This design comes from an exercise in tuning for small area, a short achievable clock period and few clock cycles per item on the open sky130 flow, not from production work. Only simulation tests tie the RTL to the original design; equivalence was not proved. Power and IR drop assume default switching activity.

==> flow/design.v <==
`timescale 1ns/100ps
package cov_pkg;
    typedef enum logic [1:0] {
        OP_CLEAR  = 2'd0,    
        OP_MEAN   = 2'd1,    
        OP_SAMPLE = 2'd2,    
        OP_RSVD   = 2'd3     
    } cov_op_e;
endpackage
`timescale 1ns/100ps
module cov_add
#(
    parameter int W = 8
) (
    input  logic [W-1:0] a,
    input  logic [W-1:0] b,
    input  logic         cin,
    output logic [W-1:0] s
);
    localparam int L = $clog2(W);
    logic [W-1:0] g [L+1];
    logic [W-1:0] p [L+1];
    always_comb begin
        g[0] = a & b;
        p[0] = a ^ b;
        g[0][0] = (a[0] & b[0]) | (p[0][0] & cin);
        for (int l = 0; l < L; l++) begin
            for (int i = 0; i < W; i++) begin
                if (((i >> l) & 1) == 1) begin
                    g[l+1][i] = g[l][i] | (p[l][i] & g[l][((i >> l) << l) - 1]);
                    p[l+1][i] = p[l][i] & p[l][((i >> l) << l) - 1];
                end else begin
                    g[l+1][i] = g[l][i];
                    p[l+1][i] = p[l][i];
                end
            end
        end
        s = p[0] ^ {g[L][W-2:0], cin};
    end
endmodule
module cov_decode
(
    input  logic                  clk,
    input  logic                  arst_n,
    input  logic [33:0]           in_cmd,
    input  logic                  accept,
    output logic                  bad_cmd,
    output logic                  s_valid,    
    output logic                  s_start,    
    output logic                  s_last,     
    output logic signed [16:0]    s_dx,       
    output logic [7:0]            s_neg,      
    output logic [7:0]            s_one,
    output logic [7:0]            s_two,
    output logic                  last_take   
);
    logic [1:0]         op;
    logic [15:0]        x, y;
    logic [15:0]        mean_x;
    logic [2:0]         cnt;        
    logic               take;
    logic [16:0]        dx;
    logic [16:0]        yb;         
    assign op   = in_cmd[33:32];
    assign x    = in_cmd[31:16];
    assign y    = in_cmd[15:0];
    assign take = accept & (op == cov_pkg::OP_SAMPLE);
    assign last_take = take & (cnt == 3'd7);
    assign yb   = {y, 1'b0};
    cov_add #(.W(17)) i_sub (
        .a   ({x[15], x}),
        .b   (~{mean_x[15], mean_x}),
        .cin (1'b1),
        .s   (dx)
    );
    always_ff @(posedge clk or negedge arst_n) begin
        if (!arst_n) begin
            mean_x  <= '0;
            cnt     <= '0;
            bad_cmd <= 1'b0;
            s_valid <= 1'b0;
            s_start <= 1'b0;
        end else begin
            bad_cmd <= accept & (op == cov_pkg::OP_RSVD);
            s_valid <= take;
            s_start <= take & (cnt == 3'd0);
            if (accept & (op == cov_pkg::OP_MEAN)) mean_x <= x;
            if (accept & (op == cov_pkg::OP_CLEAR)) cnt <= '0;
            else if (take) cnt <= cnt + 3'd1;      
        end
    end
    always_ff @(posedge clk) begin
        s_last  <= (cnt == 3'd7);
        s_dx    <= dx;
        for (int j = 0; j < 8; j++) begin
            s_neg[j] <= take & yb[2*j+2];
            s_one[j] <= take & (yb[2*j+1] ^ yb[2*j]);
            s_two[j] <= take & ((yb[2*j+2] & ~yb[2*j+1] & ~yb[2*j]) | (~yb[2*j+2] & yb[2*j+1] & yb[2*j]));
        end
    end
endmodule
`timescale 1ns/100ps
module cov_execute
(
    input  logic                  clk,
    input  logic                  arst_n,
    input  logic                  s_valid,
    input  logic                  s_start,
    input  logic                  s_last,
    input  logic signed [16:0]    s_dx,
    input  logic [7:0]            s_neg,
    input  logic [7:0]            s_one,
    input  logic [7:0]            s_two,
    output logic [34:0]           acc_s,     
    output logic [34:0]           acc_c,
    output logic                  done       
);
    localparam logic [34:0] K8 = 35'h2aab00000;
    logic [34:0] base_s, base_c, rs, rc;
    assign base_s = s_start ? K8 : acc_s;
    assign base_c = s_start ? 35'd0 : acc_c;
    cov_mac i_mac (
        .b_neg (s_neg),
        .b_one (s_one),
        .b_two (s_two),
        .dx    (s_dx),
        .v     (s_valid),
        .a0    (base_s),
        .a1    (base_c),
        .rs    (rs),
        .rc    (rc)
    );
    always_ff @(posedge clk) begin
        acc_s <= rs;
        acc_c <= rc;
    end
    always_ff @(posedge clk or negedge arst_n) begin
        if (!arst_n) done <= 1'b0;
        else         done <= s_valid & s_last;
    end
endmodule
`timescale 1ns/100ps
module cov_mac (
    input  logic [7:0] b_neg, b_one, b_two,
    input  logic [16:0] dx,
    input  logic v,
    input  logic [34:0] a0,
    input  logic [34:0] a1,
    output logic [34:0] rs,
    output logic [34:0] rc
);
    wire pp1 = (b_one[0] & dx[0]) ^ b_neg[0];
    wire pp2 = ((b_one[0] & dx[1]) | (b_two[0] & dx[0])) ^ b_neg[0];
    wire pp3 = ((b_one[0] & dx[2]) | (b_two[0] & dx[1])) ^ b_neg[0];
    wire pp4 = ((b_one[0] & dx[3]) | (b_two[0] & dx[2])) ^ b_neg[0];
    wire pp5 = ((b_one[0] & dx[4]) | (b_two[0] & dx[3])) ^ b_neg[0];
    wire pp6 = ((b_one[0] & dx[5]) | (b_two[0] & dx[4])) ^ b_neg[0];
    wire pp7 = ((b_one[0] & dx[6]) | (b_two[0] & dx[5])) ^ b_neg[0];
    wire pp8 = ((b_one[0] & dx[7]) | (b_two[0] & dx[6])) ^ b_neg[0];
    wire pp9 = ((b_one[0] & dx[8]) | (b_two[0] & dx[7])) ^ b_neg[0];
    wire pp10 = ((b_one[0] & dx[9]) | (b_two[0] & dx[8])) ^ b_neg[0];
    wire pp11 = ((b_one[0] & dx[10]) | (b_two[0] & dx[9])) ^ b_neg[0];
    wire pp12 = ((b_one[0] & dx[11]) | (b_two[0] & dx[10])) ^ b_neg[0];
    wire pp13 = ((b_one[0] & dx[12]) | (b_two[0] & dx[11])) ^ b_neg[0];
    wire pp14 = ((b_one[0] & dx[13]) | (b_two[0] & dx[12])) ^ b_neg[0];
    wire pp15 = ((b_one[0] & dx[14]) | (b_two[0] & dx[13])) ^ b_neg[0];
    wire pp16 = ((b_one[0] & dx[15]) | (b_two[0] & dx[14])) ^ b_neg[0];
    wire pp17 = ((b_one[0] & dx[16]) | (b_two[0] & dx[15])) ^ b_neg[0];
    wire pp18 = ((b_one[0] & dx[16]) | (b_two[0] & dx[16])) ^ b_neg[0];
    wire ps19 = ~pp18 & v;
    wire pp20 = (b_one[1] & dx[0]) ^ b_neg[1];
    wire pp21 = ((b_one[1] & dx[1]) | (b_two[1] & dx[0])) ^ b_neg[1];
    wire pp22 = ((b_one[1] & dx[2]) | (b_two[1] & dx[1])) ^ b_neg[1];
    wire pp23 = ((b_one[1] & dx[3]) | (b_two[1] & dx[2])) ^ b_neg[1];
    wire pp24 = ((b_one[1] & dx[4]) | (b_two[1] & dx[3])) ^ b_neg[1];
    wire pp25 = ((b_one[1] & dx[5]) | (b_two[1] & dx[4])) ^ b_neg[1];
    wire pp26 = ((b_one[1] & dx[6]) | (b_two[1] & dx[5])) ^ b_neg[1];
    wire pp27 = ((b_one[1] & dx[7]) | (b_two[1] & dx[6])) ^ b_neg[1];
    wire pp28 = ((b_one[1] & dx[8]) | (b_two[1] & dx[7])) ^ b_neg[1];
    wire pp29 = ((b_one[1] & dx[9]) | (b_two[1] & dx[8])) ^ b_neg[1];
    wire pp30 = ((b_one[1] & dx[10]) | (b_two[1] & dx[9])) ^ b_neg[1];
    wire pp31 = ((b_one[1] & dx[11]) | (b_two[1] & dx[10])) ^ b_neg[1];
    wire pp32 = ((b_one[1] & dx[12]) | (b_two[1] & dx[11])) ^ b_neg[1];
    wire pp33 = ((b_one[1] & dx[13]) | (b_two[1] & dx[12])) ^ b_neg[1];
    wire pp34 = ((b_one[1] & dx[14]) | (b_two[1] & dx[13])) ^ b_neg[1];
    wire pp35 = ((b_one[1] & dx[15]) | (b_two[1] & dx[14])) ^ b_neg[1];
    wire pp36 = ((b_one[1] & dx[16]) | (b_two[1] & dx[15])) ^ b_neg[1];
    wire pp37 = ((b_one[1] & dx[16]) | (b_two[1] & dx[16])) ^ b_neg[1];
    wire ps38 = ~pp37 & v;
    wire pp39 = (b_one[2] & dx[0]) ^ b_neg[2];
    wire pp40 = ((b_one[2] & dx[1]) | (b_two[2] & dx[0])) ^ b_neg[2];
    wire pp41 = ((b_one[2] & dx[2]) | (b_two[2] & dx[1])) ^ b_neg[2];
    wire pp42 = ((b_one[2] & dx[3]) | (b_two[2] & dx[2])) ^ b_neg[2];
    wire pp43 = ((b_one[2] & dx[4]) | (b_two[2] & dx[3])) ^ b_neg[2];
    wire pp44 = ((b_one[2] & dx[5]) | (b_two[2] & dx[4])) ^ b_neg[2];
    wire pp45 = ((b_one[2] & dx[6]) | (b_two[2] & dx[5])) ^ b_neg[2];
    wire pp46 = ((b_one[2] & dx[7]) | (b_two[2] & dx[6])) ^ b_neg[2];
    wire pp47 = ((b_one[2] & dx[8]) | (b_two[2] & dx[7])) ^ b_neg[2];
    wire pp48 = ((b_one[2] & dx[9]) | (b_two[2] & dx[8])) ^ b_neg[2];
    wire pp49 = ((b_one[2] & dx[10]) | (b_two[2] & dx[9])) ^ b_neg[2];
    wire pp50 = ((b_one[2] & dx[11]) | (b_two[2] & dx[10])) ^ b_neg[2];
    wire pp51 = ((b_one[2] & dx[12]) | (b_two[2] & dx[11])) ^ b_neg[2];
    wire pp52 = ((b_one[2] & dx[13]) | (b_two[2] & dx[12])) ^ b_neg[2];
    wire pp53 = ((b_one[2] & dx[14]) | (b_two[2] & dx[13])) ^ b_neg[2];
    wire pp54 = ((b_one[2] & dx[15]) | (b_two[2] & dx[14])) ^ b_neg[2];
    wire pp55 = ((b_one[2] & dx[16]) | (b_two[2] & dx[15])) ^ b_neg[2];
    wire pp56 = ((b_one[2] & dx[16]) | (b_two[2] & dx[16])) ^ b_neg[2];
    wire ps57 = ~pp56 & v;
    wire pp58 = (b_one[3] & dx[0]) ^ b_neg[3];
    wire pp59 = ((b_one[3] & dx[1]) | (b_two[3] & dx[0])) ^ b_neg[3];
    wire pp60 = ((b_one[3] & dx[2]) | (b_two[3] & dx[1])) ^ b_neg[3];
    wire pp61 = ((b_one[3] & dx[3]) | (b_two[3] & dx[2])) ^ b_neg[3];
    wire pp62 = ((b_one[3] & dx[4]) | (b_two[3] & dx[3])) ^ b_neg[3];
    wire pp63 = ((b_one[3] & dx[5]) | (b_two[3] & dx[4])) ^ b_neg[3];
    wire pp64 = ((b_one[3] & dx[6]) | (b_two[3] & dx[5])) ^ b_neg[3];
    wire pp65 = ((b_one[3] & dx[7]) | (b_two[3] & dx[6])) ^ b_neg[3];
    wire pp66 = ((b_one[3] & dx[8]) | (b_two[3] & dx[7])) ^ b_neg[3];
    wire pp67 = ((b_one[3] & dx[9]) | (b_two[3] & dx[8])) ^ b_neg[3];
    wire pp68 = ((b_one[3] & dx[10]) | (b_two[3] & dx[9])) ^ b_neg[3];
    wire pp69 = ((b_one[3] & dx[11]) | (b_two[3] & dx[10])) ^ b_neg[3];
    wire pp70 = ((b_one[3] & dx[12]) | (b_two[3] & dx[11])) ^ b_neg[3];
    wire pp71 = ((b_one[3] & dx[13]) | (b_two[3] & dx[12])) ^ b_neg[3];
    wire pp72 = ((b_one[3] & dx[14]) | (b_two[3] & dx[13])) ^ b_neg[3];
    wire pp73 = ((b_one[3] & dx[15]) | (b_two[3] & dx[14])) ^ b_neg[3];
    wire pp74 = ((b_one[3] & dx[16]) | (b_two[3] & dx[15])) ^ b_neg[3];
    wire pp75 = ((b_one[3] & dx[16]) | (b_two[3] & dx[16])) ^ b_neg[3];
    wire ps76 = ~pp75 & v;
    wire pp77 = (b_one[4] & dx[0]) ^ b_neg[4];
    wire pp78 = ((b_one[4] & dx[1]) | (b_two[4] & dx[0])) ^ b_neg[4];
    wire pp79 = ((b_one[4] & dx[2]) | (b_two[4] & dx[1])) ^ b_neg[4];
    wire pp80 = ((b_one[4] & dx[3]) | (b_two[4] & dx[2])) ^ b_neg[4];
    wire pp81 = ((b_one[4] & dx[4]) | (b_two[4] & dx[3])) ^ b_neg[4];
    wire pp82 = ((b_one[4] & dx[5]) | (b_two[4] & dx[4])) ^ b_neg[4];
    wire pp83 = ((b_one[4] & dx[6]) | (b_two[4] & dx[5])) ^ b_neg[4];
    wire pp84 = ((b_one[4] & dx[7]) | (b_two[4] & dx[6])) ^ b_neg[4];
    wire pp85 = ((b_one[4] & dx[8]) | (b_two[4] & dx[7])) ^ b_neg[4];
    wire pp86 = ((b_one[4] & dx[9]) | (b_two[4] & dx[8])) ^ b_neg[4];
    wire pp87 = ((b_one[4] & dx[10]) | (b_two[4] & dx[9])) ^ b_neg[4];
    wire pp88 = ((b_one[4] & dx[11]) | (b_two[4] & dx[10])) ^ b_neg[4];
    wire pp89 = ((b_one[4] & dx[12]) | (b_two[4] & dx[11])) ^ b_neg[4];
    wire pp90 = ((b_one[4] & dx[13]) | (b_two[4] & dx[12])) ^ b_neg[4];
    wire pp91 = ((b_one[4] & dx[14]) | (b_two[4] & dx[13])) ^ b_neg[4];
    wire pp92 = ((b_one[4] & dx[15]) | (b_two[4] & dx[14])) ^ b_neg[4];
    wire pp93 = ((b_one[4] & dx[16]) | (b_two[4] & dx[15])) ^ b_neg[4];
    wire pp94 = ((b_one[4] & dx[16]) | (b_two[4] & dx[16])) ^ b_neg[4];
    wire ps95 = ~pp94 & v;
    wire pp96 = (b_one[5] & dx[0]) ^ b_neg[5];
    wire pp97 = ((b_one[5] & dx[1]) | (b_two[5] & dx[0])) ^ b_neg[5];
    wire pp98 = ((b_one[5] & dx[2]) | (b_two[5] & dx[1])) ^ b_neg[5];
    wire pp99 = ((b_one[5] & dx[3]) | (b_two[5] & dx[2])) ^ b_neg[5];
    wire pp100 = ((b_one[5] & dx[4]) | (b_two[5] & dx[3])) ^ b_neg[5];
    wire pp101 = ((b_one[5] & dx[5]) | (b_two[5] & dx[4])) ^ b_neg[5];
    wire pp102 = ((b_one[5] & dx[6]) | (b_two[5] & dx[5])) ^ b_neg[5];
    wire pp103 = ((b_one[5] & dx[7]) | (b_two[5] & dx[6])) ^ b_neg[5];
    wire pp104 = ((b_one[5] & dx[8]) | (b_two[5] & dx[7])) ^ b_neg[5];
    wire pp105 = ((b_one[5] & dx[9]) | (b_two[5] & dx[8])) ^ b_neg[5];
    wire pp106 = ((b_one[5] & dx[10]) | (b_two[5] & dx[9])) ^ b_neg[5];
    wire pp107 = ((b_one[5] & dx[11]) | (b_two[5] & dx[10])) ^ b_neg[5];
    wire pp108 = ((b_one[5] & dx[12]) | (b_two[5] & dx[11])) ^ b_neg[5];
    wire pp109 = ((b_one[5] & dx[13]) | (b_two[5] & dx[12])) ^ b_neg[5];
    wire pp110 = ((b_one[5] & dx[14]) | (b_two[5] & dx[13])) ^ b_neg[5];
    wire pp111 = ((b_one[5] & dx[15]) | (b_two[5] & dx[14])) ^ b_neg[5];
    wire pp112 = ((b_one[5] & dx[16]) | (b_two[5] & dx[15])) ^ b_neg[5];
    wire pp113 = ((b_one[5] & dx[16]) | (b_two[5] & dx[16])) ^ b_neg[5];
    wire ps114 = ~pp113 & v;
    wire pp115 = (b_one[6] & dx[0]) ^ b_neg[6];
    wire pp116 = ((b_one[6] & dx[1]) | (b_two[6] & dx[0])) ^ b_neg[6];
    wire pp117 = ((b_one[6] & dx[2]) | (b_two[6] & dx[1])) ^ b_neg[6];
    wire pp118 = ((b_one[6] & dx[3]) | (b_two[6] & dx[2])) ^ b_neg[6];
    wire pp119 = ((b_one[6] & dx[4]) | (b_two[6] & dx[3])) ^ b_neg[6];
    wire pp120 = ((b_one[6] & dx[5]) | (b_two[6] & dx[4])) ^ b_neg[6];
    wire pp121 = ((b_one[6] & dx[6]) | (b_two[6] & dx[5])) ^ b_neg[6];
    wire pp122 = ((b_one[6] & dx[7]) | (b_two[6] & dx[6])) ^ b_neg[6];
    wire pp123 = ((b_one[6] & dx[8]) | (b_two[6] & dx[7])) ^ b_neg[6];
    wire pp124 = ((b_one[6] & dx[9]) | (b_two[6] & dx[8])) ^ b_neg[6];
    wire pp125 = ((b_one[6] & dx[10]) | (b_two[6] & dx[9])) ^ b_neg[6];
    wire pp126 = ((b_one[6] & dx[11]) | (b_two[6] & dx[10])) ^ b_neg[6];
    wire pp127 = ((b_one[6] & dx[12]) | (b_two[6] & dx[11])) ^ b_neg[6];
    wire pp128 = ((b_one[6] & dx[13]) | (b_two[6] & dx[12])) ^ b_neg[6];
    wire pp129 = ((b_one[6] & dx[14]) | (b_two[6] & dx[13])) ^ b_neg[6];
    wire pp130 = ((b_one[6] & dx[15]) | (b_two[6] & dx[14])) ^ b_neg[6];
    wire pp131 = ((b_one[6] & dx[16]) | (b_two[6] & dx[15])) ^ b_neg[6];
    wire pp132 = ((b_one[6] & dx[16]) | (b_two[6] & dx[16])) ^ b_neg[6];
    wire ps133 = ~pp132 & v;
    wire pp134 = (b_one[7] & dx[0]) ^ b_neg[7];
    wire pp135 = ((b_one[7] & dx[1]) | (b_two[7] & dx[0])) ^ b_neg[7];
    wire pp136 = ((b_one[7] & dx[2]) | (b_two[7] & dx[1])) ^ b_neg[7];
    wire pp137 = ((b_one[7] & dx[3]) | (b_two[7] & dx[2])) ^ b_neg[7];
    wire pp138 = ((b_one[7] & dx[4]) | (b_two[7] & dx[3])) ^ b_neg[7];
    wire pp139 = ((b_one[7] & dx[5]) | (b_two[7] & dx[4])) ^ b_neg[7];
    wire pp140 = ((b_one[7] & dx[6]) | (b_two[7] & dx[5])) ^ b_neg[7];
    wire pp141 = ((b_one[7] & dx[7]) | (b_two[7] & dx[6])) ^ b_neg[7];
    wire pp142 = ((b_one[7] & dx[8]) | (b_two[7] & dx[7])) ^ b_neg[7];
    wire pp143 = ((b_one[7] & dx[9]) | (b_two[7] & dx[8])) ^ b_neg[7];
    wire pp144 = ((b_one[7] & dx[10]) | (b_two[7] & dx[9])) ^ b_neg[7];
    wire pp145 = ((b_one[7] & dx[11]) | (b_two[7] & dx[10])) ^ b_neg[7];
    wire pp146 = ((b_one[7] & dx[12]) | (b_two[7] & dx[11])) ^ b_neg[7];
    wire pp147 = ((b_one[7] & dx[13]) | (b_two[7] & dx[12])) ^ b_neg[7];
    wire pp148 = ((b_one[7] & dx[14]) | (b_two[7] & dx[13])) ^ b_neg[7];
    wire pp149 = ((b_one[7] & dx[15]) | (b_two[7] & dx[14])) ^ b_neg[7];
    wire pp150 = ((b_one[7] & dx[16]) | (b_two[7] & dx[15])) ^ b_neg[7];
    wire pp151 = ((b_one[7] & dx[16]) | (b_two[7] & dx[16])) ^ b_neg[7];
    wire ps152 = ~pp151 & v;
    wire s153, c154;
    cov_ha u_s153 (.a(b_neg[6]), .b(a0[12]), .s(s153), .co(c154));
    wire s155, c156;
    cov_ha u_s155 (.a(a0[13]), .b(a1[13]), .s(s155), .co(c156));
    wire s157, c158;
    cov_fa u_s157 (.a(b_neg[7]), .b(a0[14]), .c(a1[14]), .s(s157), .co(c158));
    wire s159, c160;
    cov_ha u_s159 (.a(pp15), .b(pp32), .s(s159), .co(c160));
    wire s161, c162;
    cov_fa u_s161 (.a(a0[15]), .b(a1[15]), .c(pp16), .s(s161), .co(c162));
    wire s163, c164;
    cov_ha u_s163 (.a(pp33), .b(pp50), .s(s163), .co(c164));
    wire s165, c166;
    cov_fa u_s165 (.a(a0[16]), .b(a1[16]), .c(pp17), .s(s165), .co(c166));
    wire s167, c168;
    cov_ha u_s167 (.a(pp34), .b(pp51), .s(s167), .co(c168));
    wire s169, c170;
    cov_fa u_s169 (.a(a0[17]), .b(a1[17]), .c(pp35), .s(s169), .co(c170));
    wire s171, c172;
    cov_ha u_s171 (.a(pp52), .b(pp69), .s(s171), .co(c172));
    wire s173, c174;
    cov_fa u_s173 (.a(a0[18]), .b(a1[18]), .c(pp36), .s(s173), .co(c174));
    wire s175, c176;
    cov_ha u_s175 (.a(a0[19]), .b(a1[19]), .s(s175), .co(c176));
    wire s177, c178;
    cov_ha u_s177 (.a(b_neg[3]), .b(a0[6]), .s(s177), .co(c178));
    wire s179, c180;
    cov_ha u_s179 (.a(a0[7]), .b(a1[7]), .s(s179), .co(c180));
    wire s181, c182;
    cov_fa u_s181 (.a(b_neg[4]), .b(a0[8]), .c(a1[8]), .s(s181), .co(c182));
    wire s183, c184;
    cov_ha u_s183 (.a(pp9), .b(pp26), .s(s183), .co(c184));
    wire s185, c186;
    cov_fa u_s185 (.a(a0[9]), .b(a1[9]), .c(pp10), .s(s185), .co(c186));
    wire s187, c188;
    cov_ha u_s187 (.a(pp27), .b(pp44), .s(s187), .co(c188));
    wire s189, c190;
    cov_fa u_s189 (.a(b_neg[5]), .b(a0[10]), .c(a1[10]), .s(s189), .co(c190));
    wire s191, c192;
    cov_fa u_s191 (.a(pp11), .b(pp28), .c(pp45), .s(s191), .co(c192));
    wire s193, c194;
    cov_ha u_s193 (.a(pp62), .b(pp79), .s(s193), .co(c194));
    wire s195, c196;
    cov_fa u_s195 (.a(a0[11]), .b(a1[11]), .c(pp12), .s(s195), .co(c196));
    wire s197, c198;
    cov_fa u_s197 (.a(pp29), .b(pp46), .c(pp63), .s(s197), .co(c198));
    wire s199, c200;
    cov_ha u_s199 (.a(pp80), .b(pp97), .s(s199), .co(c200));
    wire s201, c202;
    cov_fa u_s201 (.a(a1[12]), .b(pp13), .c(pp30), .s(s201), .co(c202));
    wire s203, c204;
    cov_fa u_s203 (.a(pp47), .b(pp64), .c(pp81), .s(s203), .co(c204));
    wire s205, c206;
    cov_fa u_s205 (.a(pp98), .b(pp115), .c(s153), .s(s205), .co(c206));
    wire s207, c208;
    cov_fa u_s207 (.a(c154), .b(pp14), .c(pp31), .s(s207), .co(c208));
    wire s209, c210;
    cov_fa u_s209 (.a(pp48), .b(pp65), .c(pp82), .s(s209), .co(c210));
    wire s211, c212;
    cov_fa u_s211 (.a(pp99), .b(pp116), .c(s155), .s(s211), .co(c212));
    wire s213, c214;
    cov_fa u_s213 (.a(c156), .b(pp49), .c(pp66), .s(s213), .co(c214));
    wire s215, c216;
    cov_fa u_s215 (.a(pp83), .b(pp100), .c(pp117), .s(s215), .co(c216));
    wire s217, c218;
    cov_fa u_s217 (.a(pp134), .b(s157), .c(s159), .s(s217), .co(c218));
    wire s219, c220;
    cov_fa u_s219 (.a(pp67), .b(pp84), .c(pp101), .s(s219), .co(c220));
    wire s221, c222;
    cov_fa u_s221 (.a(pp118), .b(pp135), .c(c158), .s(s221), .co(c222));
    wire s223, c224;
    cov_fa u_s223 (.a(c160), .b(s163), .c(s161), .s(s223), .co(c224));
    wire s225, c226;
    cov_fa u_s225 (.a(pp68), .b(pp85), .c(pp102), .s(s225), .co(c226));
    wire s227, c228;
    cov_fa u_s227 (.a(pp119), .b(pp136), .c(c164), .s(s227), .co(c228));
    wire s229, c230;
    cov_fa u_s229 (.a(s167), .b(c162), .c(s165), .s(s229), .co(c230));
    wire s231, c232;
    cov_fa u_s231 (.a(pp86), .b(pp103), .c(pp120), .s(s231), .co(c232));
    wire s233, c234;
    cov_fa u_s233 (.a(pp137), .b(ps19), .c(c168), .s(s233), .co(c234));
    wire s235, c236;
    cov_fa u_s235 (.a(s171), .b(c166), .c(s169), .s(s235), .co(c236));
    wire s237, c238;
    cov_fa u_s237 (.a(pp53), .b(pp70), .c(pp87), .s(s237), .co(c238));
    wire s239, c240;
    cov_fa u_s239 (.a(pp104), .b(pp121), .c(pp138), .s(s239), .co(c240));
    wire s241, c242;
    cov_fa u_s241 (.a(c172), .b(c170), .c(s173), .s(s241), .co(c242));
    wire s243, c244;
    cov_fa u_s243 (.a(pp54), .b(pp71), .c(pp88), .s(s243), .co(c244));
    wire s245, c246;
    cov_fa u_s245 (.a(pp105), .b(pp122), .c(pp139), .s(s245), .co(c246));
    wire s247, c248;
    cov_fa u_s247 (.a(s175), .b(ps38), .c(c174), .s(s247), .co(c248));
    wire s249, c250;
    cov_fa u_s249 (.a(a0[20]), .b(a1[20]), .c(c176), .s(s249), .co(c250));
    wire s251, c252;
    cov_fa u_s251 (.a(pp55), .b(pp72), .c(pp89), .s(s251), .co(c252));
    wire s253, c254;
    cov_fa u_s253 (.a(pp106), .b(pp123), .c(pp140), .s(s253), .co(c254));
    wire s255, c256;
    cov_fa u_s255 (.a(a0[21]), .b(a1[21]), .c(pp73), .s(s255), .co(c256));
    wire s257, c258;
    cov_fa u_s257 (.a(pp90), .b(pp107), .c(pp124), .s(s257), .co(c258));
    wire s259, c260;
    cov_ha u_s259 (.a(pp141), .b(ps57), .s(s259), .co(c260));
    wire s261, c262;
    cov_fa u_s261 (.a(a0[22]), .b(a1[22]), .c(pp74), .s(s261), .co(c262));
    wire s263, c264;
    cov_fa u_s263 (.a(pp91), .b(pp108), .c(pp125), .s(s263), .co(c264));
    wire s265, c266;
    cov_fa u_s265 (.a(a0[23]), .b(a1[23]), .c(pp92), .s(s265), .co(c266));
    wire s267, c268;
    cov_ha u_s267 (.a(pp109), .b(pp126), .s(s267), .co(c268));
    wire s269, c270;
    cov_fa u_s269 (.a(a0[24]), .b(a1[24]), .c(pp93), .s(s269), .co(c270));
    wire s271, c272;
    cov_ha u_s271 (.a(a0[25]), .b(a1[25]), .s(s271), .co(c272));
    wire s273, c274;
    cov_ha u_s273 (.a(b_neg[1]), .b(a0[2]), .s(s273), .co(c274));
    wire s275, c276;
    cov_ha u_s275 (.a(a0[3]), .b(a1[3]), .s(s275), .co(c276));
    wire s277, c278;
    cov_fa u_s277 (.a(b_neg[2]), .b(a0[4]), .c(a1[4]), .s(s277), .co(c278));
    wire s279, c280;
    cov_ha u_s279 (.a(pp5), .b(pp22), .s(s279), .co(c280));
    wire s281, c282;
    cov_fa u_s281 (.a(a0[5]), .b(a1[5]), .c(pp6), .s(s281), .co(c282));
    wire s283, c284;
    cov_ha u_s283 (.a(pp23), .b(pp40), .s(s283), .co(c284));
    wire s285, c286;
    cov_fa u_s285 (.a(a1[6]), .b(pp7), .c(pp24), .s(s285), .co(c286));
    wire s287, c288;
    cov_fa u_s287 (.a(pp41), .b(pp58), .c(s177), .s(s287), .co(c288));
    wire s289, c290;
    cov_fa u_s289 (.a(c178), .b(pp8), .c(pp25), .s(s289), .co(c290));
    wire s291, c292;
    cov_fa u_s291 (.a(pp42), .b(pp59), .c(s179), .s(s291), .co(c292));
    wire s293, c294;
    cov_fa u_s293 (.a(c180), .b(pp43), .c(pp60), .s(s293), .co(c294));
    wire s295, c296;
    cov_fa u_s295 (.a(pp77), .b(s181), .c(s183), .s(s295), .co(c296));
    wire s297, c298;
    cov_fa u_s297 (.a(pp61), .b(pp78), .c(c182), .s(s297), .co(c298));
    wire s299, c300;
    cov_fa u_s299 (.a(c184), .b(s187), .c(s185), .s(s299), .co(c300));
    wire s301, c302;
    cov_fa u_s301 (.a(pp96), .b(c188), .c(s189), .s(s301), .co(c302));
    wire s303, c304;
    cov_fa u_s303 (.a(s193), .b(c186), .c(s191), .s(s303), .co(c304));
    wire s305, c306;
    cov_fa u_s305 (.a(c190), .b(c194), .c(s199), .s(s305), .co(c306));
    wire s307, c308;
    cov_fa u_s307 (.a(c192), .b(s195), .c(s197), .s(s307), .co(c308));
    wire s309, c310;
    cov_fa u_s309 (.a(c200), .b(c196), .c(c198), .s(s309), .co(c310));
    wire s311, c312;
    cov_fa u_s311 (.a(s201), .b(s203), .c(s205), .s(s311), .co(c312));
    wire s313, c314;
    cov_fa u_s313 (.a(c202), .b(c204), .c(c206), .s(s313), .co(c314));
    wire s315, c316;
    cov_fa u_s315 (.a(s207), .b(s209), .c(s211), .s(s315), .co(c316));
    wire s317, c318;
    cov_fa u_s317 (.a(c208), .b(c210), .c(c212), .s(s317), .co(c318));
    wire s319, c320;
    cov_fa u_s319 (.a(s213), .b(s215), .c(s217), .s(s319), .co(c320));
    wire s321, c322;
    cov_fa u_s321 (.a(c214), .b(c216), .c(s219), .s(s321), .co(c322));
    wire s323, c324;
    cov_fa u_s323 (.a(s221), .b(c218), .c(s223), .s(s323), .co(c324));
    wire s325, c326;
    cov_fa u_s325 (.a(c220), .b(s225), .c(c222), .s(s325), .co(c326));
    wire s327, c328;
    cov_fa u_s327 (.a(s227), .b(c224), .c(s229), .s(s327), .co(c328));
    wire s329, c330;
    cov_fa u_s329 (.a(c226), .b(s231), .c(c228), .s(s329), .co(c330));
    wire s331, c332;
    cov_fa u_s331 (.a(s233), .b(c230), .c(s235), .s(s331), .co(c332));
    wire s333, c334;
    cov_fa u_s333 (.a(c232), .b(s237), .c(s239), .s(s333), .co(c334));
    wire s335, c336;
    cov_fa u_s335 (.a(c234), .b(c236), .c(s241), .s(s335), .co(c336));
    wire s337, c338;
    cov_fa u_s337 (.a(c238), .b(c240), .c(s243), .s(s337), .co(c338));
    wire s339, c340;
    cov_fa u_s339 (.a(s245), .b(s247), .c(c242), .s(s339), .co(c340));
    wire s341, c342;
    cov_fa u_s341 (.a(c244), .b(c246), .c(s249), .s(s341), .co(c342));
    wire s343, c344;
    cov_fa u_s343 (.a(s251), .b(s253), .c(c248), .s(s343), .co(c344));
    wire s345, c346;
    cov_fa u_s345 (.a(c250), .b(s259), .c(c252), .s(s345), .co(c346));
    wire s347, c348;
    cov_fa u_s347 (.a(c254), .b(s255), .c(s257), .s(s347), .co(c348));
    wire s349, c350;
    cov_fa u_s349 (.a(pp142), .b(c260), .c(c256), .s(s349), .co(c350));
    wire s351, c352;
    cov_fa u_s351 (.a(c258), .b(s261), .c(s263), .s(s351), .co(c352));
    wire s353, c354;
    cov_fa u_s353 (.a(pp143), .b(ps76), .c(s267), .s(s353), .co(c354));
    wire s355, c356;
    cov_fa u_s355 (.a(c262), .b(c264), .c(s265), .s(s355), .co(c356));
    wire s357, c358;
    cov_fa u_s357 (.a(pp110), .b(pp127), .c(pp144), .s(s357), .co(c358));
    wire s359, c360;
    cov_fa u_s359 (.a(c268), .b(c266), .c(s269), .s(s359), .co(c360));
    wire s361, c362;
    cov_fa u_s361 (.a(pp111), .b(pp128), .c(pp145), .s(s361), .co(c362));
    wire s363, c364;
    cov_fa u_s363 (.a(s271), .b(ps95), .c(c270), .s(s363), .co(c364));
    wire s365, c366;
    cov_fa u_s365 (.a(a0[26]), .b(a1[26]), .c(c272), .s(s365), .co(c366));
    wire s367, c368;
    cov_fa u_s367 (.a(pp112), .b(pp129), .c(pp146), .s(s367), .co(c368));
    wire s369, c370;
    cov_fa u_s369 (.a(a0[27]), .b(a1[27]), .c(pp130), .s(s369), .co(c370));
    wire s371, c372;
    cov_ha u_s371 (.a(pp147), .b(ps114), .s(s371), .co(c372));
    wire s373, c374;
    cov_fa u_s373 (.a(a0[28]), .b(a1[28]), .c(pp131), .s(s373), .co(c374));
    wire s375, c376;
    cov_ha u_s375 (.a(a0[29]), .b(a1[29]), .s(s375), .co(c376));
    wire s377, c378;
    cov_ha u_s377 (.a(b_neg[0]), .b(a0[0]), .s(s377), .co(c378));
    wire s379, c380;
    cov_ha u_s379 (.a(a0[1]), .b(a1[1]), .s(s379), .co(c380));
    wire s381, c382;
    cov_fa u_s381 (.a(a1[2]), .b(pp3), .c(pp20), .s(s381), .co(c382));
    wire s383, c384;
    cov_fa u_s383 (.a(c274), .b(pp4), .c(pp21), .s(s383), .co(c384));
    wire s385, c386;
    cov_fa u_s385 (.a(c276), .b(pp39), .c(s277), .s(s385), .co(c386));
    wire s387, c388;
    cov_fa u_s387 (.a(c278), .b(c280), .c(s283), .s(s387), .co(c388));
    wire s389, c390;
    cov_fa u_s389 (.a(c284), .b(c282), .c(s285), .s(s389), .co(c390));
    wire s391, c392;
    cov_fa u_s391 (.a(c286), .b(c288), .c(s289), .s(s391), .co(c392));
    wire s393, c394;
    cov_fa u_s393 (.a(c290), .b(c292), .c(s293), .s(s393), .co(c394));
    wire s395, c396;
    cov_fa u_s395 (.a(c294), .b(s297), .c(c296), .s(s395), .co(c396));
    wire s397, c398;
    cov_fa u_s397 (.a(c298), .b(s301), .c(c300), .s(s397), .co(c398));
    wire s399, c400;
    cov_fa u_s399 (.a(c302), .b(s305), .c(c304), .s(s399), .co(c400));
    wire s401, c402;
    cov_fa u_s401 (.a(c306), .b(s309), .c(c308), .s(s401), .co(c402));
    wire s403, c404;
    cov_fa u_s403 (.a(c310), .b(s313), .c(c312), .s(s403), .co(c404));
    wire s405, c406;
    cov_fa u_s405 (.a(c314), .b(s317), .c(c316), .s(s405), .co(c406));
    wire s407, c408;
    cov_fa u_s407 (.a(c318), .b(s321), .c(c320), .s(s407), .co(c408));
    wire s409, c410;
    cov_fa u_s409 (.a(c322), .b(s325), .c(c324), .s(s409), .co(c410));
    wire s411, c412;
    cov_fa u_s411 (.a(c326), .b(s329), .c(c328), .s(s411), .co(c412));
    wire s413, c414;
    cov_fa u_s413 (.a(c330), .b(s333), .c(c332), .s(s413), .co(c414));
    wire s415, c416;
    cov_fa u_s415 (.a(c334), .b(s337), .c(s339), .s(s415), .co(c416));
    wire s417, c418;
    cov_fa u_s417 (.a(c338), .b(s341), .c(s343), .s(s417), .co(c418));
    wire s419, c420;
    cov_fa u_s419 (.a(c342), .b(s345), .c(s347), .s(s419), .co(c420));
    wire s421, c422;
    cov_fa u_s421 (.a(c346), .b(s349), .c(c348), .s(s421), .co(c422));
    wire s423, c424;
    cov_fa u_s423 (.a(s353), .b(c350), .c(c352), .s(s423), .co(c424));
    wire s425, c426;
    cov_fa u_s425 (.a(s357), .b(c354), .c(c356), .s(s425), .co(c426));
    wire s427, c428;
    cov_fa u_s427 (.a(c358), .b(s361), .c(s363), .s(s427), .co(c428));
    wire s429, c430;
    cov_fa u_s429 (.a(c362), .b(s365), .c(s367), .s(s429), .co(c430));
    wire s431, c432;
    cov_fa u_s431 (.a(c366), .b(s371), .c(c368), .s(s431), .co(c432));
    wire s433, c434;
    cov_fa u_s433 (.a(pp148), .b(c372), .c(c370), .s(s433), .co(c434));
    wire s435, c436;
    cov_fa u_s435 (.a(pp149), .b(s375), .c(ps133), .s(s435), .co(c436));
    wire s437, c438;
    cov_fa u_s437 (.a(a0[30]), .b(a1[30]), .c(c376), .s(s437), .co(c438));
    wire s439, c440;
    cov_ha u_s439 (.a(a0[31]), .b(a1[31]), .s(s439), .co(c440));
    wire s441, c442;
    cov_ha u_s441 (.a(a1[0]), .b(pp1), .s(s441), .co(c442));
    wire s443, c444;
    cov_fa u_s443 (.a(c378), .b(pp2), .c(s379), .s(s443), .co(c444));
    wire s445, c446;
    cov_fa u_s445 (.a(c380), .b(s273), .c(s381), .s(s445), .co(c446));
    wire s447, c448;
    cov_fa u_s447 (.a(s275), .b(c382), .c(s383), .s(s447), .co(c448));
    wire s449, c450;
    cov_fa u_s449 (.a(s279), .b(c384), .c(s385), .s(s449), .co(c450));
    wire s451, c452;
    cov_fa u_s451 (.a(s281), .b(c386), .c(s387), .s(s451), .co(c452));
    wire s453, c454;
    cov_fa u_s453 (.a(s287), .b(c388), .c(s389), .s(s453), .co(c454));
    wire s455, c456;
    cov_fa u_s455 (.a(s291), .b(c390), .c(s391), .s(s455), .co(c456));
    wire s457, c458;
    cov_fa u_s457 (.a(s295), .b(c392), .c(s393), .s(s457), .co(c458));
    wire s459, c460;
    cov_fa u_s459 (.a(c394), .b(s299), .c(s395), .s(s459), .co(c460));
    wire s461, c462;
    cov_fa u_s461 (.a(s303), .b(c396), .c(s397), .s(s461), .co(c462));
    wire s463, c464;
    cov_fa u_s463 (.a(s307), .b(c398), .c(s399), .s(s463), .co(c464));
    wire s465, c466;
    cov_fa u_s465 (.a(s311), .b(c400), .c(s401), .s(s465), .co(c466));
    wire s467, c468;
    cov_fa u_s467 (.a(s315), .b(c402), .c(s403), .s(s467), .co(c468));
    wire s469, c470;
    cov_fa u_s469 (.a(s319), .b(c404), .c(s405), .s(s469), .co(c470));
    wire s471, c472;
    cov_fa u_s471 (.a(c406), .b(s323), .c(s407), .s(s471), .co(c472));
    wire s473, c474;
    cov_fa u_s473 (.a(s327), .b(c408), .c(s409), .s(s473), .co(c474));
    wire s475, c476;
    cov_fa u_s475 (.a(s331), .b(c410), .c(s411), .s(s475), .co(c476));
    wire s477, c478;
    cov_fa u_s477 (.a(s335), .b(c412), .c(s413), .s(s477), .co(c478));
    wire s479, c480;
    cov_fa u_s479 (.a(c336), .b(c414), .c(s415), .s(s479), .co(c480));
    wire s481, c482;
    cov_fa u_s481 (.a(c340), .b(s417), .c(c416), .s(s481), .co(c482));
    wire s483, c484;
    cov_fa u_s483 (.a(c344), .b(s419), .c(c418), .s(s483), .co(c484));
    wire s485, c486;
    cov_fa u_s485 (.a(s351), .b(s421), .c(c420), .s(s485), .co(c486));
    wire s487, c488;
    cov_fa u_s487 (.a(s355), .b(c422), .c(s423), .s(s487), .co(c488));
    wire s489, c490;
    cov_fa u_s489 (.a(s359), .b(c424), .c(s425), .s(s489), .co(c490));
    wire s491, c492;
    cov_fa u_s491 (.a(c360), .b(c426), .c(s427), .s(s491), .co(c492));
    wire s493, c494;
    cov_fa u_s493 (.a(c364), .b(s429), .c(c428), .s(s493), .co(c494));
    wire s495, c496;
    cov_fa u_s495 (.a(s369), .b(s431), .c(c430), .s(s495), .co(c496));
    wire s497, c498;
    cov_fa u_s497 (.a(s373), .b(c432), .c(s433), .s(s497), .co(c498));
    wire s499, c500;
    cov_fa u_s499 (.a(c374), .b(s435), .c(c434), .s(s499), .co(c500));
    wire s501, c502;
    cov_fa u_s501 (.a(pp150), .b(s437), .c(c436), .s(s501), .co(c502));
    wire s503, c504;
    cov_fa u_s503 (.a(s439), .b(ps152), .c(c438), .s(s503), .co(c504));
    wire s505, c506;
    cov_fa u_s505 (.a(a0[32]), .b(a1[32]), .c(c440), .s(s505), .co(c506));
    wire s507, c508;
    cov_ha u_s507 (.a(a0[33]), .b(a1[33]), .s(s507), .co(c508));
    wire s509, c510;
    cov_ha u_s509 (.a(a0[34]), .b(a1[34]), .s(s509), .co(c510));
    assign rs = {s509, s507, s505, s503, s501, s499, s497, s495, s493, s491, s489, s487, s485, s483, s481, s479, s477, s475, s473, s471, s469, s467, s465, s463, s461, s459, s457, s455, s453, s451, s449, s447, s445, s443, s377};
    assign rc = {c508, c506, c504, c502, c500, c498, c496, c494, c492, c490, c488, c486, c484, c482, c480, c478, c476, c474, c472, c470, c468, c466, c464, c462, c460, c458, c456, c454, c452, c450, c448, c446, c444, c442, s441};
endmodule
module cov_fa (input logic a, input logic b, input logic c, output logic s, output logic co);
    assign s  = a ^ b ^ c;
    assign co = (a & b) | (a & c) | (b & c);
endmodule
module cov_ha (input logic a, input logic b, output logic s, output logic co);
    assign s  = a ^ b;
    assign co = a & b;
endmodule
`timescale 1ns/100ps
module cov_result
(
    input  logic                  clk,
    input  logic                  arst_n,
    input  logic [34:0]           acc_s,     
    input  logic [34:0]           acc_c,
    input  logic                  done,      
    input  logic                  fill,      
    output logic [32:0]           cov,
    output logic                  out_valid,
    input  logic                  out_ready,
    output logic                  hold       
);
    localparam int KD    = 3;               
    localparam int STEPS = 12 / KD;
    typedef enum logic [1:0] {
        S_IDLE = 2'd0,
        S_DIV  = 2'd1,
        S_INC  = 2'd2,
        S_OUT  = 2'd3
    } div_state_e;
    function automatic logic [5:0] dstep(input logic [2:0] r, input logic [2:0] d);
        logic [2:0] q, n;
        q[2] = (r[2]) | (r[1] & r[0] & d[2]);
        q[1] = (r[1] & ~r[0]) | (r[1] & ~d[2]) | (r[2] & r[0] & d[1]) | (r[2] & r[0] & d[2]) | (~r[1] & r[0] & d[2] & d[1]);
        q[0] = (~r[2] & r[0] & ~d[2]) | (r[2] & ~r[0] & d[2]) | (r[0] & ~d[2] & ~d[1]) | (r[2] & r[1] & d[1]) | (r[1] & ~r[0] & d[2] & d[1]) | (~r[2] & ~r[1] & r[0] & ~d[1]) | (r[2] & r[1] & d[0]) | (r[2] & ~r[0] & d[1] & d[0]) | (~r[0] & d[2] & d[1] & d[0]) | (r[1] & ~r[0] & d[2] & d[0]);
        n[2] = (~r[2] & ~r[1] & d[2] & ~d[1]) | (~r[2] & r[1] & ~d[2] & d[1]) | (r[2] & ~r[1] & ~d[2] & ~d[1]) | (r[2] & d[2] & d[1] & d[0]) | (r[2] & r[0] & d[2] & d[1]) | (r[2] & ~d[2] & ~d[1] & ~d[0]) | (r[2] & r[1] & d[2] & d[1]) | (r[2] & r[1] & d[2] & d[0]) | (r[1] & r[0] & ~d[2] & d[0]) | (~r[2] & ~r[0] & d[2] & ~d[1] & ~d[0]) | (~r[2] & r[0] & ~d[2] & d[1] & d[0]) | (~r[2] & ~r[1] & ~r[0] & d[2] & ~d[0]) | (r[2] & ~r[1] & ~r[0] & ~d[2] & ~d[0]);
        n[1] = (r[1] & ~r[0] & ~d[1] & ~d[0]) | (~r[1] & ~r[0] & d[1] & ~d[0]) | (~r[1] & r[0] & ~d[1] & d[0]) | (r[1] & d[2] & d[1] & d[0]) | (r[2] & r[0] & d[2] & ~d[1]) | (r[2] & r[1] & d[1] & d[0]) | (r[1] & r[0] & d[2] & d[1]) | (r[1] & ~d[2] & ~d[1] & ~d[0]) | (r[1] & r[0] & d[1] & d[0]) | (~r[2] & ~r[1] & ~r[0] & ~d[2] & d[1]) | (~r[2] & r[1] & ~r[0] & ~d[2] & ~d[1]) | (r[2] & ~r[1] & d[2] & ~d[1] & d[0]) | (~r[2] & ~r[1] & ~d[2] & d[1] & ~d[0]);
        n[0] = (~r[2] & ~r[0] & ~d[2] & d[0]) | (~r[2] & r[0] & ~d[2] & ~d[0]) | (r[2] & ~r[0] & d[2] & ~d[0]) | (r[0] & d[2] & d[1] & d[0]) | (r[2] & r[0] & d[1] & d[0]) | (r[0] & ~d[2] & ~d[1] & ~d[0]) | (r[2] & r[1] & d[1] & ~d[0]) | (r[2] & r[0] & d[2] & d[0]) | (r[1] & r[0] & d[2] & d[0]) | (~r[2] & ~r[1] & r[0] & ~d[1] & ~d[0]) | (~r[2] & ~r[1] & ~r[0] & ~d[1] & d[0]) | (r[1] & ~r[0] & d[2] & d[1] & ~d[0]) | (~r[1] & ~r[0] & ~d[2] & ~d[1] & d[0]);
        dstep = {q, n};
    endfunction
    div_state_e       state, state_next;
    logic [1:0]       step;
    logic [35:0]      w;          
    logic [2:0]       r;          
    logic             neg;        
    logic [3*KD-1:0]  qd;         
    logic [2:0]       rq;         
    logic [34:0]      sum;
    logic [32:0]      w_inc;
    logic             pend;       
    logic             load;
    logic             pend_next;
    logic             up;         
    cov_add #(.W(35)) i_cpa (.a(acc_s), .b(acc_c), .cin(1'b0), .s(sum));
    always_comb begin
        logic [2:0] rr;
        rr = r;
        for (int j = 0; j < KD; j++) begin
            {qd[3*KD-1-3*j -: 3], rr} = dstep(rr, w[35-3*j -: 3]);
        end
        rq = rr;
    end
    always_comb begin
        logic [8:0] ga;       
        logic       pre;      
        logic       in;       
        for (int g = 0; g < 9; g++) ga[g] = &w[4*g +: 4];
        for (int i = 0; i < 33; i++) begin
            pre = 1'b1;
            for (int g = 0; g < i / 4; g++) pre = pre & ga[g];
            in = 1'b1;
            for (int k = 4 * (i / 4); k < i; k++) in = in & w[k];
            w_inc[i] = w[i] ^ (pre & in);
        end
    end
    assign up        = r != 3'd0;       
    assign load      = (pend | done) & (state == S_IDLE);
    assign pend_next = (pend | done) & ~load;
    always_comb begin
        state_next = state;
        unique case (state)
            S_DIV:   if (step == 2'(STEPS - 1)) state_next = neg ? S_INC : S_OUT;
            S_INC:   state_next = S_OUT;
            S_OUT:   if (out_ready) state_next = S_IDLE;
            default: state_next = S_IDLE;
        endcase
        if (load) state_next = S_DIV;
    end
    always_ff @(posedge clk or negedge arst_n) begin
        if (!arst_n) begin
            state     <= S_IDLE;
            step      <= '0;
            pend      <= 1'b0;
            out_valid <= 1'b0;
            hold      <= 1'b0;
        end else begin
            state     <= state_next;
            step      <= (state == S_DIV) ? step + 2'd1 : 2'd0;
            pend      <= pend_next;
            out_valid <= (state_next == S_OUT);
            hold      <= (state_next != S_IDLE) & (pend_next | fill);
        end
    end
    always_ff @(posedge clk) begin
        unique case (state)
            S_IDLE: begin
                w   <= {sum[34], sum};
                r   <= sum[34] ? 3'd6 : 3'd0;
                neg <= sum[34];
            end
            S_DIV: begin
                w   <= {w[35-3*KD:0], qd};
                r   <= rq;
            end
            S_INC:   if (up) w[32:0] <= w_inc;
            default: ;
        endcase
    end
    assign cov = w[32:0];
endmodule
`timescale 1ns/100ps
module cov_top
#(
    parameter int NUM_SAMPLES = 8
) (
    input  logic        clk,
    input  logic        arst_n,
    input  logic [33:0] in_cmd,      
    input  logic        in_valid,
    output logic        in_ready,
    output logic [63:0] out_res,     
    output logic        out_valid,
    input  logic        out_ready,
    output logic        bad_cmd      
);
    logic               accept;
    logic               hold;
    logic               s_valid, s_start, s_last;
    logic signed [16:0] s_dx;
    logic [7:0]         s_neg, s_one, s_two;
    logic               last_take;
    logic [34:0]        acc_s, acc_c;
    logic               done;
    logic [32:0]        cov;
    logic               fill;
    assign in_ready = ~hold;
    assign accept   = in_valid & ~hold;
    assign fill     = last_take | (s_valid & s_last);
    cov_decode i_decode (
        .clk       (clk),
        .arst_n    (arst_n),
        .in_cmd    (in_cmd),
        .accept    (accept),
        .bad_cmd   (bad_cmd),
        .s_valid   (s_valid),
        .s_start   (s_start),
        .s_last    (s_last),
        .s_dx      (s_dx),
        .s_neg     (s_neg),
        .s_one     (s_one),
        .s_two     (s_two),
        .last_take (last_take)
    );
    cov_execute i_execute (
        .clk     (clk),
        .arst_n  (arst_n),
        .s_valid (s_valid),
        .s_start (s_start),
        .s_last  (s_last),
        .s_dx    (s_dx),
        .s_neg   (s_neg),
        .s_one   (s_one),
        .s_two   (s_two),
        .acc_s   (acc_s),
        .acc_c   (acc_c),
        .done    (done)
    );
    cov_result i_result (
        .clk       (clk),
        .arst_n    (arst_n),
        .acc_s     (acc_s),
        .acc_c     (acc_c),
        .done      (done),
        .fill      (fill),
        .cov       (cov),
        .out_valid (out_valid),
        .out_ready (out_ready),
        .hold      (hold)
    );
    assign out_res = {{15{cov[32]}}, cov, 16'(NUM_SAMPLES)};
endmodule
==> flow/flow/run.sh <==
#!/bin/bash
# The standard layout, with plain buffers (sky130_fd_sc_hd__buf_2) on the
# ports instead of the delay cells buffer_ports picks by itself.
set -euo pipefail
export BUFFER_PORTS_ARGS="-buffer_cell sky130_fd_sc_hd__buf_2"
bash standard.sh > standard.log 2>&1
==> flow/standard.sh <==
#!/bin/bash
# synth_recipe.tcl (not shown) runs the flow's synth.tcl, then flattens the netlist and writes it again
# the make line also repeats each setting of config.mk as NAME=value (left out here)
make -C /OpenROAD-flow-scripts/flow DESIGN_CONFIG=/design/flow/config.mk WORK_HOME=/design/flow/orfs CLKGATE_MAP_FILE= SYNTH_SCRIPT=/design/flow/synth_recipe.tcl "${@:-finish}"
==> flow/config.mk <==
export PLATFORM = sky130hd
export DESIGN_NAME = cov_top
export DESIGN_NICKNAME = cov_top
export VERILOG_FILES = /design/flow/design.v
export SDC_FILE = /design/flow/constraint.sdc
export NUM_CORES = 4
export LEC_CHECK = 0
export ABC_AREA = 1
export CAP_MARGIN = 20
export CORE_MARGIN = 2
export CORE_UTILIZATION = 60
export CTS_BUF_LIST = sky130_fd_sc_hd__clkbuf_8
export CTS_CLUSTER_SIZE = 30
export SETUP_SLACK_MARGIN = 4.8
export SLEW_MARGIN = 20
export SYNTH_HIERARCHICAL = 1
==> flow/constraint.sdc <==
create_clock -name core_clock -period 8.0 [get_ports {clk}]
set_input_delay 1.6000 -clock core_clock [delete_from_list [all_inputs] [get_ports {clk}]]
set_output_delay 1.6000 -clock core_clock [all_outputs]
set_load 0.01 [all_outputs]
==> flow_summary.yaml, run 1 <==
placement:
  place_congestion: 0.940
  dpl.cell_count: 2717
  post-dp-hpwl_um: 33900
  io_buffers: 88
sta:
  post-route-period-util: 0.391
  worst_pin_slew_ns: 0.951
  max_freq_mhz: 319
  skew_ns: 0.0155
  slew_violations: 0
  period_needed_ns: 3.13
  rsz0062_at_grt: "true"
  setup-violations-final: 0
  max_slew_margin: 0.365
  hold_viol: 0
  setup_tns_ns: 0
synth:
  yosys_register_bits: 182
  synthCells: 2456
  synth.distinct_cells: 50
  synth-main-ff-cell: "dfxtp_1"
  synth_top_area_share: 0.173
  ys_top_cells_by_area: "fa_1 17%, nand2_1 15%, dfxtp_1 12%"
  yosysWarningCount: 15
  synth.avg_cell_area_sq_um: 7.70
  yosys.area.top_type: "fa_1"
  synthArstFlopShare: 0.165
  netlist_area_sq_mm: 0.0189
  synth_edf_count: 40
  yosysSeqAreaShare: 0.222
detailed_routing:
  dr.pass1.iters: 8
  vias: 14400
  drt-total-wl_um: 44600
  first_iter_violations: 946
  viasPerCell: 5.17
  drcViolationCount: 0
  wl_per_cell_um: 16.0
  drt.antenna.violating_nets: 0
floorplanning:
  die_x_um: 182
  core-area_sq_mm: 0.0313
  initial_core_util: 0.604
  ios: 105
  num_rows: 65
  die_area_sq_mm: 0.0330
  die_h_um: 182
setup_path:
  cp_top_family: "adder cells"
  rr_startpoint: "i_decode.s_two[5]"
  r2r-end: "i_execute.acc_s[16]"
  crit_chain: "nand2_1 > nand2_1 > xor2_1 > fa_1 > fa_1 > fa_1 > fa_1"
  worst_path_largest_cell_delay_ns: 0.57
  critical_path_class: "reg2reg"
  path_buf_inv: 0
  required_ns: 8.41
  crit_start: "i_decode.s_two[5]"
  reg2reg_slack_ns: 4.87
  path_common_cell: "fa_1"
  crit_path_start_kind: "flop"
  slowest_stage: "dfxtp_2"
  worstPathMaxFanout: 17
  reg2reg_depth: 7
  critPathArrivalTime_ns: 3.54
  end_kind: "flop"
clocking:
  insertion_delay_ns: 0.52
  cts_hold_buffers: 0
  cts-buffers-inserted: 17
  cts_sinks: 182
  htree_levels: 4
  clk_path_buf_depth: 2
  cts.reportedPaths.clkPinSlew_ns: 0.10
  cts-root-buf: "clkbuf_8"
  tritoncts: "yes"
power_and_ir_drop:
  ir_drop_v: 0.000182
  p_per_area_mw_per_mm2: 342
  p_leak_uw: 0.0107
global_route:
  grt_pass1_wl_um: 73000
  grt_pass1_vias: 14000
  grt_max_degree: 42
  overflow: 0
  grt_usage: 0.281
  antenna_found_initial: 0
final_layout:
  instances_no_fill: 2782
  final_nets: 2660
  drive_gt1_frac: 0.124
  diodes: 0
  area_delta_synth_final_pct: -0.265
run:
  drv_cap: 0
hold_path:
  hold_class: "reg2reg"
  holdPathEnd: "i_execute.done"
  hold_start: "i_decode.s_last"
  hold_depth: 2
status:
  outcome: "timing/DRC/antenna clean"
[cells by family (layout without fill, tap and decap cells)]
group	count (synthesis)	in the layout	share of synthesized area
adder cells (fa/ha/maj)	255	255	0.233
flip-flops	182	182	0.222
AO/OA/AOI/OAI	184	184	0.0548
AND/OR/NAND/NOR	1126	1126	0.247
other	4	18	0.000794
buffers and inverters	533	443	0.163
XOR/XNOR	172	172	0.0796
[timing repair]
| item | CTS | global route |
|---|---|---|
| buffers inserted | 3 | 28 |
| resized for setup | 48 | 35 |
| setup endpoints to repair | 48 | 24 |
| gates cloned | 1 | 1 |
| pin swaps | 0 | 6 |
[flip-flops by register name (all words and copies together) (netlist names)]
register / count
i_result.w: 36
i_execute.acc_c: 35
i_execute.acc_s: 35
i_decode.s_dx: 17
i_decode.mean_x: 16
i_decode.s_neg: 8
i_decode.s_one: 8
i_decode.s_two: 8
i_decode.cnt: 3
i_result.r: 3
i_result.state: 2
i_result.step: 2
i_decode.bad_cmd: 1
i_decode.s_last: 1
i_decode.s_start: 1
i_decode.s_valid: 1
i_execute.done: 1
i_result.hold: 1
i_result.neg: 1
i_result.out_valid: 1
i_result.pend: 1
[Yosys cell counts, types with 2 or more instances]
cell	number
edfxtp_1	40
buf_4	177
fa_1	163
conb_1	4
xnor2_1	24
nand4_2	3
o21ai_2	16
buf_2	4
dfxtp_1	112
nor3_1	13
o21bai_1	5
buf_6	53
xor2_1	148
clkbuf_1	18
nand3b_1	3
nand2_4	4
a21oi_1	112
o21ai_0	26
a21boi_0	2
ha_1	92
nand3_1	83
o31ai_1	2
nor2_2	7
dfrtp_1	30
inv_2	6
nor2_1	204
o21ai_1	7
a221oi_1	2
nor4_1	3
nand4_1	12
or2_1	2
a22oi_1	2
clkinv_1	2
inv_1	272
a31oi_1	5
nand2_1	754
nor2_4	12
nand3_2	5
nand2_2	16
[worst min-delay path: stages, from the launching register on]
cell and delay, ns:
dfxtp_1 0.32, nand2_1 0.05, inv_1 0.03
[worst max-delay path by stage]
stage          cells past startpoint             endpoint  slack [ns]
2_1_floorplan                     11  i_execute.acc_s[19]        4.74
3_3_place_gp                       6  i_execute.acc_s[19]        4.39
3_5_place_dp                       6  i_execute.acc_s[19]        4.33
4_1_cts                            8  i_execute.acc_s[16]        4.81
5_1_grt                            7  i_execute.acc_s[19]        4.78
6_report                           7  i_execute.acc_s[16]        4.87
[cell type report]
| type | count | area [sq um] |
|---|---|---|
| Multi-Input combinational cell | 1755 | 11800 |
| Inverter | 280 | 1060 |
| Timing Repair Buffer | 131 | 822 |
| Clock buffer | 17 | 234 |
| Clock inverter | 15 | 131 |
| Sequential cell | 182 | 4300 |
| Fill cell | 2926 | 12400 |
| Tap cell | 402 | 503 |
[per-layer routing]
| metal | up-vias | global-route usage | routed length, um |
|---|---|---|---|
| met2 | 490 | 0.451 | 20100 |
| met3 | 67 | 0.0393 | 2730 |
| met1 | 6659 | 0.395 | 20700 |
| li1 | 7159 | - | - |
| met5 | - | 0 | 0 |
| met4 | 0 | 0.0911 | 1030 |
[per-module statistics from Yosys (local to each module, per instance), excerpt]
module	flip-flops and latches	area, sq um	cells inside	copies in the design
cov_decode	64	2330	241	1
cov_execute	71	2040	221	1
cov_fa	0	20.0	1	151
cov_ha	0	12.5	1	28
cov_mac	0	4140	721	1
cov_result	47	4250	630	1
cov_top	0	265	39	1
[stage by stage]
step | worst slack, ns | hold slack (ns) | cell area, sq um | power, uW | util
3_5_place_dp | 4.33 | 0.417 | 18000 | 5720 | 0.575
3_3_place_gp | 4.39 | 0.407 | 18000 | 5620 | 0.575
2_1_floorplan | 4.74 | 0.401 | 19000 | 5510 | -
6_report | 4.87 | 0.435 | 18900 | 6460 | 0.603
4_1_cts | 4.81 | 0.432 | 18500 | 6380 | 0.591
5_1_grt | 4.78 | 0.458 | 18900 | 7150 | 0.603
[layout by cell type, fill, tap and decap left out, types with 12 or more instances in the layout]
cell type / instances
a21oi_1: 111
buf_2: 88
buf_4: 39
clkbuf_8: 17
conb_1: 18
dfrtp_1: 29
dfxtp_1: 76
dfxtp_2: 13
dfxtp_4: 23
edfxtp_1: 40
fa_1: 157
ha_1: 90
inv_1: 269
nand2_1: 752
nand2_2: 17
nand3_1: 82
nand4_1: 12
nor2_1: 200
nor2_4: 14
nor3_1: 13
o21ai_0: 26
o21ai_2: 16
xnor2_1: 24
xor2_1: 148
[report_power, final]
group          internal (uW)  switching, uW
Clock                    247            369
Combinational           1530           2420
Sequential              1380            503
Testbench counts, summed over its fixed seeds: cycles 2,768, results 320.
==> run 2, diff against run 1 <==
--- a/flow/config.mk
+++ b/flow/config.mk
@@ -5,12 +5,11 @@
 export SDC_FILE = /design/flow/constraint.sdc
 export NUM_CORES = 4
 export LEC_CHECK = 0
-export ABC_AREA = 1
+export ABC_AREA = 0
 export CAP_MARGIN = 20
 export CORE_MARGIN = 2
 export CORE_UTILIZATION = 60
 export CTS_BUF_LIST = sky130_fd_sc_hd__clkbuf_8
-export CTS_CLUSTER_SIZE = 30
 export SETUP_SLACK_MARGIN = 4.8
 export SLEW_MARGIN = 20
 export SYNTH_HIERARCHICAL = 1
==> run 2 against run 1 <==
Against the previous run: clock power is 12% higher; synthesized area decreased by 3.3%; fmax down 4.1%; sequential power increased by 6%; critical path depth increased by 6; synthesized cell count fell by 30%; non-clock buffer count is 49 higher; register-to-register slack lost 0.13 ns; flip-flop and latch count stayed put; design area grew 0.21%; global-route usage decreased by 1.2 points; power grew 3.1%.
==> flow_summary.yaml, run 2 <==
power_and_ir_drop:
  power_frac_seq: 0.300
  intPower_uw: 3540
  pwr-share-comb: 0.596
  p_sw_uw: 3110
  ir_drop_v: 0.000170
  clkPwrFrac: 0.104
  p_per_area_mw_per_mm2: 352
  p_leak_uw: 0.00786
  power_switching_share: 0.468
final_layout:
  diodes: 0
  reg_top3: "i_result.w (36), i_execute.acc_c (35), i_execute.acc_s (35)"
  drive_gt1_frac: 0.285
  area_delta_synth_final_pct: 3.30
  final_common_cell: "xnor2_1"
  final_cell_mix: "174 x xnor2_1, 150 x fa_1, 91 x ha_1, 88 x buf_2, 87 x a22oi_2"
  final_nets: 1972
  largest-register: "i_result.w"
  largest_reg_flops: 36
synth:
  yosysSeqAreaShare: 0.229
  synth_top_area_share: 0.178
  synth.avg_cell_area_sq_um: 10.6
  yosys-top-cells-count: "176 x xnor2_1, 163 x fa_1, 158 x buf_4"
  synth-main-ff-cell: "dfxtp_1"
  yosysWarningCount: 15
  synth_edf_count: 40
  synthArstFlopShare: 0.165
  yosys.area.top_type: "fa_1"
  synthCells: 1725
  netlist_area_sq_mm: 0.0183
  yosys_register_bits: 182
  post-synth-top-count-cell: "xnor2_1"
  synth.distinct_cells: 107
  ys_top_cells_by_area: "fa_1 18%, dfxtp_1 12%, xnor2_1 8.4%"
clocking:
  htree_levels: 4
  clk_path_buf_depth: 2
  cts-root-buf: "clkbuf_8"
  cts_hold_buffers: 0
  cts-buffers-inserted: 17
  insertion_delay_ns: 0.51
  tritoncts: "yes"
  cts_sinks: 182
  cts.reportedPaths.clkPinSlew_ns: 0.11
global_route:
  grt_max_degree: 68
  grt_pass1_wl_um: 65800
  grt_pass1_vias: 12000
  overflow: 0
  antenna_found_initial: 0
  grt_usage: 0.269
setup_path:
  worstPathMaxFanout: 7
  rr_startpoint: "i_result.w[33]"
  critical_path_class: "reg2reg"
  crit_path_start_kind: "flop"
  end_kind: "flop"
  crit_start: "i_result.w[33]"
  required_ns: 8.23
  critPathArrivalTime_ns: 3.49
detailed_routing:
  wl_met1_um: 19300
  dr_wl_met2_um: 19200
  top_layer_used: "met4"
  drcViolationCount: 0
  viasPerCell: 5.76
  vias: 12000
  drt.antenna.violating_nets: 0
  wl_per_cell_um: 19.8
  drt-total-wl_um: 41300
  met3_length_um: 1850
  dr.pass1.iters: 5
  first_iter_violations: 861
placement:
  io_buffers: 88
  place_congestion: 0.855
  post-dp-hpwl_um: 29900
  place_ws_ns: 4.09
sta:
  slew_violations: 0
  skew_ns: 0.0183
  setup-violations-final: 0
  hold_viol: 0
  max_slew_margin: 0.484
  fin_ws_ns: 4.74
  period_needed_ns: 3.26
  post-route-period-util: 0.408
  worst_pin_slew_ns: 0.774
  max_freq_mhz: 306
  rsz0062_at_grt: "true"
  setup_tns_ns: 0
hold_path:
  hold_start: "i_result.step[0]"
  hold_class: "reg2reg"
floorplanning:
  ios: 105
  die_h_um: 179
  num_rows: 63
  die_area_sq_mm: 0.0319
  core-area_sq_mm: 0.0299
  die_x_um: 179
  initial_core_util: 0.613
run:
  drv_cap: 0
status:
  outcome: "timing/DRC/antenna clean"
[run 2: kinds of logic after synthesis]
family          after synthesis  share of synthesized area
compound gates              376                      0.176
simple gates                350                      0.106
buf+inv                     326                      0.130
fa+ha+maj                   259                      0.243
xor+xnor                    200                     0.0957
flops                       182                      0.229
mux                          28                     0.0185
other cells                   4                   0.000820
[run 2: through the flow]
step | util | instance area (sq um) | total power, uW | cells | hold WS [ns]
6_report | 0.633 | 18900 | 6660 | 2082 | 0.438
5_1_grt | 0.633 | 18900 | 7310 | 2082 | 0.475
4_1_cts | 0.608 | 18200 | 6290 | 2037 | 0.443
3_5_place_dp | 0.578 | 17300 | 5410 | 1968 | 0.427
3_3_place_gp | 0.578 | 17300 | 5320 | 1968 | 0.426
2_1_floorplan | - | 18400 | 5470 | 1739 | 0.403
[run 2: cell type report]
cell class                      count  area [sq um]
Clock buffer                       17           234
Clock inverter                     15           185
Fill cell                        2552         11000
Inverter                           66           259
Multi-Input combinational cell   1232         12200
Sequential cell                   182          4310
Tap cell                          390           488
Timing Repair Buffer              180          1250
[run 2: modules after synthesis, one instance, submodules excluded, excerpt]
module / flip-flops and latches / times used / cells inside
cov_decode: 64 / 1 / 164
cov_result: 47 / 1 / 471
cov_mac: 0 / 1 / 456
cov_fa: 0 / 151 / 1
cov_execute: 71 / 1 / 149
cov_top: 0 / 1 / 36
cov_ha: 0 / 28 / 1
[run 2: layer usage]
layer  vias up  track usage
li1       5695            -
met4         0       0.0860
met1      5927        0.379
met3        59       0.0394
met2       319        0.427
met5         -            0
[run 2: final timing paths]
path                                 endpoint  slack, ns  cells after the start
max                             i_result.w[1]       4.74                     13
max reg2reg                     i_result.w[1]       4.74                     13
min reg2reg                  i_result.step[0]       0.44                      1
min                          i_result.step[0]       0.44                      1
max in group asynchronous    i_decode.s_valid       6.29                      1
min in group asynchronous  i_decode.mean_x[3]       1.15                      1
[run 2: worst max-delay path: stages (launching register included)]
cell and delay [ns]:
edfxtp_1 0.47, buf_6 0.15, buf_6 0.11, nor3b_2 0.14, a221o_1 0.36, nand4bb_4 0.29, a221o_1 0.40, o41ai_4 0.07
buf_4 0.20, nor2_4 0.04, buf_4 0.17, o211a_1 0.24, o31ai_4 0.25, a31oi_1 0.11
[run 2: power by group through the flow]
stage	sequential [uW]	clock [uW]	combinational [uW]
finish	2000	690	3970
global route	2050	744	4520
CTS	1990	710	3590
detailed placement	2040	0	3380
global placement	2030	0	3290
floorplan	1570	0	3900
[run 2: what timing repair did]
action	4_1_cts	5_1_grt
resized for setup	71	97
setup endpoints to repair	66	40
buffers inserted	36	43
pin swaps	15	55
cloned	1	1

==> re-timing with driven ports <==
The results above use ideal ports. As a check the final layouts listed here were re-extracted and re-timed, cells and wires unchanged. Step 1 sets driving cells, clkbuf_16 on the clock port and buf_2 on the other inputs (assumed; they add their load-dependent delay and slew). Step 2 adds t to the input delays and takes it off the output delays; t is the mean of the earliest and latest rising clock arrival at the registers after step 1. Input paths then give back, and output paths get back, about the clock's delay inside the block. Three values: ideal, step 1, step 2; two values: the first two.
| run | shift t [ns] | setup WS [ns] | hold WS [ns] | worst setup path at the end | cell pins on the clock port's net |
|---|---|---|---|---|---|
| run 1 | 0.557 | 4.870 / 4.870 / 4.527 | 0.435 / 0.435 / 0.435 | input to register | 1 |
| run 2 | 0.548 | 4.737 / 4.737 / 4.309 | 0.438 / 0.438 / 0.438 | input to register | 1 |
After both steps setup and hold are still met in every run listed. The setup slack of run 2, which loses most, moves by 0.000 ns with the drivers and by -0.428 ns with both steps.
